Background: an optimization exercise with open tools, aiming at small area, a short achievable clock period and few clock cycles per item. Do not read the settings as production practice. Function was checked by simulation only, so behaviour that the tests miss may differ from the original. Power is estimated from default activity; no workload was simulated.

## iir_biquad_tdm
module iir_biquad_tdm (
  input  logic               clk,
  input  logic               reset,
  input  logic               in_valid,
  output logic               in_ready,
  input  logic [1:0]         in_ch,
  input  logic [16:0]        x,
  input  logic               coef_we,
  input  logic [2:0]         coef_sel,
  input  logic [16:0]        coef_data,
  output logic               out_valid,
  output logic [1:0]         out_ch,
  output logic [16:0]        y,
  output logic               ovf
);
clock: 13.0 ns
lec_check: 0
cap_margin: 20
core_margin: 2
core_utilization: 40
cts_cluster_diameter: 90
cts_cluster_size: 30
slew_margin: 20
standard.sh (not shown) runs the stock make flow with config.mk's settings and CLKGATE_MAP_FILE= SYNTH_SCRIPT=/design/flow/synth_recipe.tcl, a recipe that flattens the netlist after the stock synthesis.
==> flow/flow/run.sh <==
#!/bin/bash
# Standard ORFS layout with three changes to how it is made:
#  - after the standard synthesis, flow/invopt.py re-chooses the polarity of
#    each full adder (and of some two-level gates) to cancel the inverters
#    synthesis leaves between adders; the logic and registers are unchanged;
#  - the port buffers use a plain buffer cell instead of a delay buffer;
#  - the timing repair aims below the clock period (setup margin).
# Each tool's output goes to a log file of its own in this folder.
set -euo pipefail
cd "$(dirname "$0")/.."
KNOBS=(BUFFER_PORTS_ARGS="-buffer_cell sky130_fd_sc_hd__buf_4" SETUP_SLACK_MARGIN=9.3)
RES="$PWD/orfs/results/sky130hd/iir_biquad_tdm/base"
bash standard.sh "${KNOBS[@]}" "$RES/1_2_yosys.v" > flow_synth.log 2>&1
cp "$RES/1_2_yosys.v" yosys_netlist.v
python3 flow/invopt.py yosys_netlist.v "$RES/1_2_yosys.v" > invopt.log 2>&1
bash standard.sh "${KNOBS[@]}" finish > flow_make.log 2>&1
Other scripts of this flow, unchanged in this note and not shown: flow/flow/invopt.py
Testbench counts at the start, summed over its fixed seeds: cycles 4,256, items 4,096.
Rerun with:
CAP_MARGIN = 5   (was 20)
CTS_CLUSTER_DIAMETER = 80   (was 90)
CTS_CLUSTER_SIZE = 26   (was 30)
SLEW_MARGIN = 5   (was 20)
Outcome:
- The new run completed without violations
- power climbs slightly
- cell count rises slightly
- die area stays the same
- setup slack barely changes
- combinational power stays flat
- clock-buffer cell count came out higher by 8
- design area increases slightly


Another version of the RTL of iir_biquad_tdm (not shown whole).
Size: ~4900 cells after synthesis.
==> flow/config.mk <==
export PLATFORM = sky130hd
export DESIGN_NAME = iir_biquad_tdm
export DESIGN_NICKNAME = iir_biquad_tdm
export VERILOG_FILES = /design/flow/design.v
export SDC_FILE = /design/flow/constraint.sdc
export NUM_CORES = 4
export LEC_CHECK = 0
export ABC_AREA = 1
export CAP_MARGIN = 20
export CORE_MARGIN = 2
export CORE_UTILIZATION = 40
export CTS_CLUSTER_DIAMETER = 90
export CTS_CLUSTER_SIZE = 30
export SLEW_MARGIN = 20
==> flow/constraint.sdc <==
create_clock -name core_clock -period 13.0 [get_ports {clk}]
set_input_delay 2.6000 -clock core_clock [delete_from_list [all_inputs] [get_ports {clk}]]
set_output_delay 2.6000 -clock core_clock [all_outputs]
set_load 0.01 [all_outputs]
Scripts as last shown in full above: flow/flow/run.sh
Other scripts of this flow, unchanged in this note and not shown: flow/flow/invopt.py
The starting point passed the timing, DRC and antenna checks.
Testbench counts at the start, summed over its fixed seeds: cycles 4,256, items 4,096.
Change:
Settings changed: ABC_AREA 1 to default, CTS_CLUSTER_DIAMETER 90 to 80, CTS_CLUSTER_SIZE 30 to 26.
The changed run completed without violations. Final area shrinks by 4.0%. Die area shrinks by 2.2%. Power falls by 5.7%. Wire length fell by 10%. Combinational power shrinks by 12%. Hold slack loses 0.0050 ns. Global-route usage falls by 1.8 points. Worst setup slack gets better by 0.028 ns. Fmax climbs by 0.74%. First-iteration DRC count falls by 3.4%.


Starting RTL as in the previous note.
Design iir_biquad_tdm, start of the top module:
module iir_biquad_tdm (
  input  logic               clk,
  input  logic               reset,
  input  logic               in_valid,
  output logic               in_ready,
  input  logic [1:0]         in_ch,
  input  logic [16:0]        x,
  input  logic               coef_we,
  input  logic [2:0]         coef_sel,
  input  logic [16:0]        coef_data,
  output logic               out_valid,
  output logic [1:0]         out_ch,
  output logic [16:0]        y,
  output logic               ovf
);
Settings: LEC_CHECK=0, CAP_MARGIN=20, CORE_MARGIN=2, CORE_UTILIZATION=40, CTS_CLUSTER_DIAMETER=90, CTS_CLUSTER_SIZE=30, SLEW_MARGIN=20; clock period 13.0 ns.
==> flow/flow/run.sh <==
#!/bin/bash
# Standard ORFS layout with three changes to how it is made:
#  - after the standard synthesis, flow/invopt.py re-chooses the polarity of
#    each full adder (and of some two-level gates) to cancel the inverters
#    synthesis leaves between adders; the logic and registers are unchanged;
#  - the port buffers use a plain buffer cell instead of a delay buffer;
#  - the timing repair aims below the clock period (setup margin).
# Each tool's output goes to a log file of its own in this folder.
set -euo pipefail
cd "$(dirname "$0")/.."
KNOBS=(BUFFER_PORTS_ARGS="-buffer_cell sky130_fd_sc_hd__buf_4" SETUP_SLACK_MARGIN=9.22)
RES="$PWD/orfs/results/sky130hd/iir_biquad_tdm/base"
bash standard.sh "${KNOBS[@]}" "$RES/1_2_yosys.v" > flow_synth.log 2>&1
cp "$RES/1_2_yosys.v" yosys_netlist.v
python3 flow/invopt.py yosys_netlist.v "$RES/1_2_yosys.v" > invopt.log 2>&1
bash standard.sh "${KNOBS[@]}" finish > flow_make.log 2>&1
Other scripts of this flow, unchanged in this note and not shown: flow/flow/invopt.py
Testbench counts at the start, summed over its fixed seeds: cycles 4,256, items 4,096.
Next try:
--- a/flow/flow/run.sh
+++ b/flow/flow/run.sh
@@ -10,3 +10,3 @@
 cd "$(dirname "$0")/.."
-KNOBS=(BUFFER_PORTS_ARGS="-buffer_cell sky130_fd_sc_hd__buf_4" SETUP_SLACK_MARGIN=9.22)
+KNOBS=(BUFFER_PORTS_ARGS="-buffer_cell sky130_fd_sc_hd__buf_4" SETUP_SLACK_MARGIN=9.3)
 RES="$PWD/orfs/results/sky130hd/iir_biquad_tdm/base"
TNS_END_PERCENT = 0   (was unset)
The new run finished with timing, DRC and antenna clean.
Total power barely changes.
Cell count stays flat.
Via count fell slightly.
Critical path depth rose by 5.
Setup slack loses 0.040 ns.
Global-route usage fell by 0.25 points.
Clock skew rose by 0.0059 ns.
Clock-buffer cell count fell by 2.

port drivers added, routing unchanged:
No port has a modelled driver above. Below, the same layouts with a new extraction and two added sets of constraints. Step 1 (the two cells are an assumption about what drives the block):
set clk [get_ports {clk}]
set_driving_cell -lib_cell sky130_fd_sc_hd__clkbuf_16 $clk
set_driving_cell -lib_cell sky130_fd_sc_hd__buf_2 [delete_from_list [all_inputs] $clk]
Step 2 also shifts input and output timing later by t, the mid clock arrival at the registers, as if the neighbouring blocks saw the same clock. Three values: ideal, step 1, step 2; two values: the first two.
run	shift t [ns]	slack for setup (ns)	latest minus earliest clock arrival (ns)	pins driven straight from the clock port
the first run of note 1	0.697	9.306 / 9.236 / 8.596	0.050 / 0.051	1
the second run of note 1	0.701	9.304 / 9.227 / 8.702	0.066 / 0.066	1
the first run of note 2	0.699	9.257 / 9.184 / 8.775	0.052 / 0.052	1
the second run of note 2	0.695	9.285 / 9.220 / 8.714	0.050 / 0.051	1
the first run of note 3	0.687	9.269 / 9.197 / 8.726	0.052 / 0.052	1
the second run of note 3	0.696	9.229 / 9.165 / 8.701	0.057 / 0.057	1
After both steps every run listed still meets setup and hold. For the first run of note 1, which loses most, drivers alone change the setup slack by -0.070 ns; drivers and shift together by -0.710 ns.
